This design comes from an exercise in tuning for small area and a short achievable clock period on the open sky130 flow, not from production work.
At most, simulation tests tie the RTL to the original design; equivalence was not proved.
No driver is modelled on the clock port, so clocking that relies on it looks cheaper here than on a real chip.
No activity file was given, so power comes from the tool's default toggle rates.

==> flow/design.v <==
package xor128_prng_bank_pkg;
  localparam int unsigned WORD_W  = 32;
  localparam logic [WORD_W-1:0] DEF_SEED0 = 32'd123456789;
  localparam logic [WORD_W-1:0] DEF_SEED1 = 32'd362436069;
  localparam logic [WORD_W-1:0] DEF_SEED2 = 32'd521288629;
  localparam logic [WORD_W-1:0] DEF_SEED3 = 32'd88675123;
  function automatic logic [WORD_W-1:0] xs_next_word(input logic [WORD_W-1:0] x,
                                                     input logic [WORD_W-1:0] w);
    logic [WORD_W-1:0] t;
    t = x ^ (x << 11);
    xs_next_word = w ^ (w >> 19) ^ t ^ (t >> 8);
  endfunction
endpackage
module xor128_lane
(
  input  logic              clk,
  input  logic              step_en,
  input  logic              seeding,
  input  logic [31:0]       shift_in,
  output logic [31:0]       x_o,
  output logic [31:0]       w_o
);
  logic [31:0] x_q, y_q, z_q, w_q;
  always_ff @(posedge clk) begin : lane_reg
    if (step_en) begin
      x_q <= y_q;
      y_q <= z_q;
      z_q <= w_q;
      w_q <= seeding ? shift_in : xor128_prng_bank_pkg::xs_next_word(x_q, w_q);
    end
  end
  assign x_o = x_q;
  assign w_o = w_q;
endmodule
module xor128_prng_bank
#(
  parameter int unsigned SIZE   = 8,
  parameter int unsigned WARMUP = 16,
  parameter logic [31:0] SEED0  = xor128_prng_bank_pkg::DEF_SEED0,
  parameter logic [31:0] SEED1  = xor128_prng_bank_pkg::DEF_SEED1,
  parameter logic [31:0] SEED2  = xor128_prng_bank_pkg::DEF_SEED2,
  parameter logic [31:0] SEED3  = xor128_prng_bank_pkg::DEF_SEED3
) (
  input  logic                 iClk,
  input  logic                 iRst_n,
  input  logic                 iSeedValid,
  input  logic [127:0]         iSeed,
  output logic [SIZE*32-1:0]   oRand,
  output logic                 oValid,
  input  logic                 iReady,
  output logic                 oBusy
);
  localparam int unsigned CNT_W    = 6;   
  localparam logic [CNT_W-1:0] SEED_END = CNT_W'(4 * SIZE);
  localparam logic [CNT_W-1:0] LAST_CNT = CNT_W'(4 * SIZE + WARMUP - 1);
  localparam logic [31:0] DEF_WORD0 = xor128_prng_bank_pkg::xs_next_word(SEED0, SEED3);
  localparam logic [127:0] DEF_STEP1 = {DEF_WORD0, SEED3, SEED2, SEED1};
  logic             run_q;     
  logic [CNT_W-1:0] cnt_q;     
  logic             dflt_q;    
  logic             seeding;
  logic             step_en;
  always_ff @(posedge iClk or negedge iRst_n) begin : fsm_reg
    if (!iRst_n) begin
      run_q  <= 1'b0;
      cnt_q  <= '0;
      dflt_q <= 1'b1;
    end else if (iSeedValid) begin
      run_q  <= 1'b0;
      cnt_q  <= '0;
      dflt_q <= (iSeed == '0);
    end else begin
      dflt_q <= 1'b0;
      if (!run_q) begin
        cnt_q <= cnt_q + CNT_W'(1);
        if (cnt_q == LAST_CNT) run_q <= 1'b1;
      end
    end
  end
  assign seeding = !run_q && (cnt_q < SEED_END);
  assign step_en = !run_q || iReady;
  logic [31:0] lx_q, ly_q, lz_q, lw_q;
  always_ff @(posedge iClk) begin : last_lane_reg
    if (iSeedValid) begin
      {lw_q, lz_q, ly_q, lx_q} <= iSeed;
    end else if (dflt_q) begin
      {lw_q, lz_q, ly_q, lx_q} <= DEF_STEP1;
    end else if (step_en) begin
      lx_q <= ly_q;
      ly_q <= lz_q;
      lz_q <= lw_q;
      lw_q <= xor128_prng_bank_pkg::xs_next_word(lx_q, lw_q);
    end
  end
  logic [31:0] chain_x [SIZE];
  assign chain_x[SIZE-1] = lx_q;
  assign oRand[(SIZE-1)*32 +: 32] = lw_q;
  for (genvar k = 0; k < SIZE - 1; k++) begin : g_lane
    logic [31:0] lane_w;
    xor128_lane u_lane (
      .clk      (iClk),
      .step_en  (step_en),
      .seeding  (seeding),
      .shift_in (chain_x[k+1]),
      .x_o      (chain_x[k]),
      .w_o      (lane_w)
    );
    assign oRand[k*32 +: 32] = lane_w;
  end
  assign oValid = run_q;
  assign oBusy  = !run_q;
endmodule
clock: 3.0 ns
lec_check: 0
cap_margin: 20
core_margin: 2
core_utilization: 60
slew_margin: 20
standard.sh (not shown) runs the stock make flow with config.mk's settings and CLKGATE_MAP_FILE= SYNTH_SCRIPT=/design/flow/synth_recipe.tcl, a recipe that flattens the netlist after the stock synthesis.
==> flow/flow/run.sh <==
#!/bin/bash
# Standard ORFS layout, with plain buffers (instead of the resizer's default pick) on the ports.
set -euo pipefail
export BUFFER_PORTS_ARGS="-buffer_cell sky130_fd_sc_hd__buf_2"
bash standard.sh > standard_flow.log 2>&1
Next try:
SETUP_SLACK_MARGIN = 1.6   (was not set)
What happened:
- This time the run died in global routing
- area after synthesis is unchanged
- synthesized cell count stays the same
Next try:
==> flow/run.sh (new file) <==
#!/bin/bash
# synth_recipe.tcl (not shown) runs the flow's synth.tcl, then flattens the netlist and writes it again
# the make line also repeats each setting of config.mk as NAME=value (left out here)
make -C /OpenROAD-flow-scripts/flow DESIGN_CONFIG=/design/flow/config.mk WORK_HOME=/design/flow/orfs CLKGATE_MAP_FILE= SYNTH_SCRIPT=/design/flow/synth_recipe.tcl finish
CORE_UTILIZATION = 50   (was 60)
SETUP_SLACK_MARGIN = not set   (was 1.6)
removed: flow/flow/run.sh
removed: flow/standard.sh
After rerunning: This time the run finished clean; synthesized cell count is unchanged; synthesized area is unchanged.

xor128_prng_bank, a different RTL version from the one above (not shown whole).
For scale: ~2900 cells after synthesis, about 390 I/O pins.
==> flow/config.mk <==
export PLATFORM = sky130hd
export DESIGN_NAME = xor128_prng_bank
export DESIGN_NICKNAME = xor128_prng_bank
export VERILOG_FILES = /design/flow/design.v
export SDC_FILE = /design/flow/constraint.sdc
export NUM_CORES = 4
export LEC_CHECK = 0
export CAP_MARGIN = 20
export CORE_MARGIN = 2
export CORE_UTILIZATION = 60
export SLEW_MARGIN = 20
==> flow/constraint.sdc <==
create_clock -name core_clock -period 3.0 [get_ports {iClk}]
set_input_delay 0.6000 -clock core_clock [delete_from_list [all_inputs] [get_ports {iClk}]]
set_output_delay 0.6000 -clock core_clock [all_outputs]
set_load 0.01 [all_outputs]
==> flow/flow/run.sh <==
#!/bin/bash
# Standard ORFS layout, with plain buffers (instead of the resizer's default pick) on the ports.
set -euo pipefail
export BUFFER_PORTS_ARGS="-buffer_cell sky130_fd_sc_hd__buf_2"
bash standard.sh > standard_flow.log 2>&1
==> next run, changes <==
- CTS_CLUSTER_DIAMETER: not set -> 100
- CTS_CLUSTER_SIZE: not set -> 30
Sequential cell count does not change.
Area after synthesis does not change.
Hold slack gains 0.045 ns.
Cell area decreases by 4.3%.
Setup slack is worse by 0.0068 ns.
Die area does not change.
Sequential share of layout area goes up by 2.7 points.
==> next run, changes <==
- CTS_CLUSTER_DIAMETER: 100 -> not set
- CTS_CLUSTER_SIZE: 30 -> not set
- SETUP_SLACK_MARGIN: not set -> 1.1
Outcome:
- final area went up by a few percent
- final cell count went up by a few percent
- clock power grows by well over a third
- critical path depth is lower by 5
- global-route usage grows by 1.7 points
- sequential power barely changes
- setup slack gets better by 0.20 ns
- sequential share of layout area drops by 3.5 points
No run of this note included a check of the RTL's function; only the layout flow was run.

Another version of the RTL of xor128_prng_bank (not shown whole).
Size: roughly 2800 cells after synthesis, roughly 41000 um^2 of cells after synthesis.
Settings: LEC_CHECK=0, CAP_MARGIN=20, CORE_MARGIN=2, CORE_UTILIZATION=60, CTS_CLUSTER_DIAMETER=100, CTS_CLUSTER_SIZE=25, SLEW_MARGIN=20; clock period 3.0 ns.
==> flow/flow/run.sh <==
#!/bin/bash
# Standard ORFS layout with these changes:
#  - plain buffers (instead of the resizer's default pick) on the ports;
#  - then it repairs setup timing towards a slack margin of FLOW_POST_CTS_MARGIN;
#  - the repair after global routing aims for FLOW_GRT_MARGIN (flow/pre_grt.tcl).
set -euo pipefail
export BUFFER_PORTS_ARGS="-buffer_cell sky130_fd_sc_hd__buf_2"
export POST_CTS_TCL="$(pwd)/flow/post_cts.tcl"
export PRE_GLOBAL_ROUTE_TCL="$(pwd)/flow/pre_grt.tcl"
export FLOW_POST_CTS_MARGIN=1.35
export FLOW_GRT_MARGIN=1.35
bash standard.sh > standard_flow.log 2>&1
==> flow/flow/post_cts.tcl <==
set block [ord::get_db_block]
set clk_net [[$block findBTerm iClk] getNet]
set port_loads [$clk_net getITerms]
if { [llength $port_loads] == 1 } {
  set root [[lindex $port_loads 0] getInst]
  set master [[$root getMaster] getName]
  set out_net [[$root findITerm X] getNet]
  set sinks {}
  foreach it [$out_net getITerms] {
    if { [$it isInputSignal] } { lappend sinks $it }
  }
  set all_bufs 1
  foreach it $sinks {
    if { ![string match "sky130_fd_sc_hd__clkbuf_*" [[[$it getInst] getMaster] getName]] } {
      set all_bufs 0
    }
  }
  puts "post_cts: root [$root getName] ($master) drives [llength $sinks] pins, all buffers: $all_bufs"
  if { [string match "sky130_fd_sc_hd__clkbuf_*" $master] && [llength $sinks] <= 4 && $all_bufs
       && [llength [$out_net getBTerms]] == 0 } {
    foreach it $sinks {
      $it disconnect
      $it connect $clk_net
    }
    odb::dbInst_destroy $root
    odb::dbNet_destroy $out_net
    puts "post_cts: removed root clock buffer"
    estimate_parasitics -placement
    report_clock_skew
  }
}

if { [info exists ::env(FLOW_POST_CTS_MARGIN)] } {
  report_worst_slack
  repair_timing -setup -setup_margin $::env(FLOW_POST_CTS_MARGIN) -repair_tns 100 -verbose
  detailed_placement
  check_placement -verbose
  estimate_parasitics -placement
  report_worst_slack
  report_design_area
}
==> flow/flow/pre_grt.tcl <==
# Runs before global routing (PRE_GLOBAL_ROUTE_TCL): the timing repair that
# follows global routing aims for the slack margin in FLOW_GRT_MARGIN (ns),
# now with global-route parasitics.
if { [info exists ::env(FLOW_GRT_MARGIN)] } {
  set ::env(SETUP_SLACK_MARGIN) $::env(FLOW_GRT_MARGIN)
}
The starting point ran to the end with no violations.
==> next run, changes <==
--- a/flow/config.mk
+++ b/flow/config.mk
@@ -8,5 +8,5 @@
 export CAP_MARGIN = 20
 export CORE_MARGIN = 2
-export CORE_UTILIZATION = 60
+export CORE_UTILIZATION = 55
 export CTS_CLUSTER_DIAMETER = 100
 export CTS_CLUSTER_SIZE = 25
Effect: Worst setup slack gains 0.014 ns. Area after synthesis is unchanged. Wire length climbs by 1.1%. Critical path depth went down by 1. Global-route usage fell by 2.0 points. Combinational power is about the same. Final area is about the same. Maximum frequency came out higher by 0.81%. Non-clock buffer count falls by 18.

[port drivers added, routing unchanged]
How much do the figures lean on ideal ports? The routed layouts below were timed once more, with nothing changed but the port constraints.
Step 1, drivers: a clkbuf_16 drives iClk and a buf_2 each remaining input, both assumed.
Step 2, shift: input delay + t, output delay - t, t = (earliest + latest rising clock arrival at the registers) / 2. This alone moves slack from input paths to output paths.
a / b / c = no drivers / after step 1 / after step 2; a / b = the first two.
run	t (ns)	setup slack, ns	clock arrival spread, ns	worst register clock-pin slew, ns	worst data-port slew with drivers (ns)
the first run of note 1	0.720	0.823 / 0.754 / 0.753	0.032 / 0.032	0.07 / 0.07	0.06
the third run of note 1	0.725	0.399 / 0.326 / 0.115	0.026 / 0.026	0.06 / 0.06	0.10
the first run of note 2	0.722	0.912 / 0.906 / 0.578	0.023 / 0.024	0.06 / 0.06	0.04
the second run of note 2	0.669	0.905 / 0.905 / 0.602	0.045 / 0.044	0.12 / 0.12	0.04
the third run of note 2	0.712	1.106 / 1.040 / 0.677	0.028 / 0.029	0.07 / 0.07	0.09
the first run of note 3	0.569	1.316 / 1.188 / 0.877	0.027 / 0.027	0.11 / 0.11	0.09
the second run of note 3	0.565	1.330 / 1.198 / 0.905	0.035 / 0.035	0.11 / 0.11	0.09
After both steps every run listed still meets setup and hold. The setup slack of the first run of note 3, which loses most, moves by -0.128 ns with the drivers and by -0.439 ns with both steps.
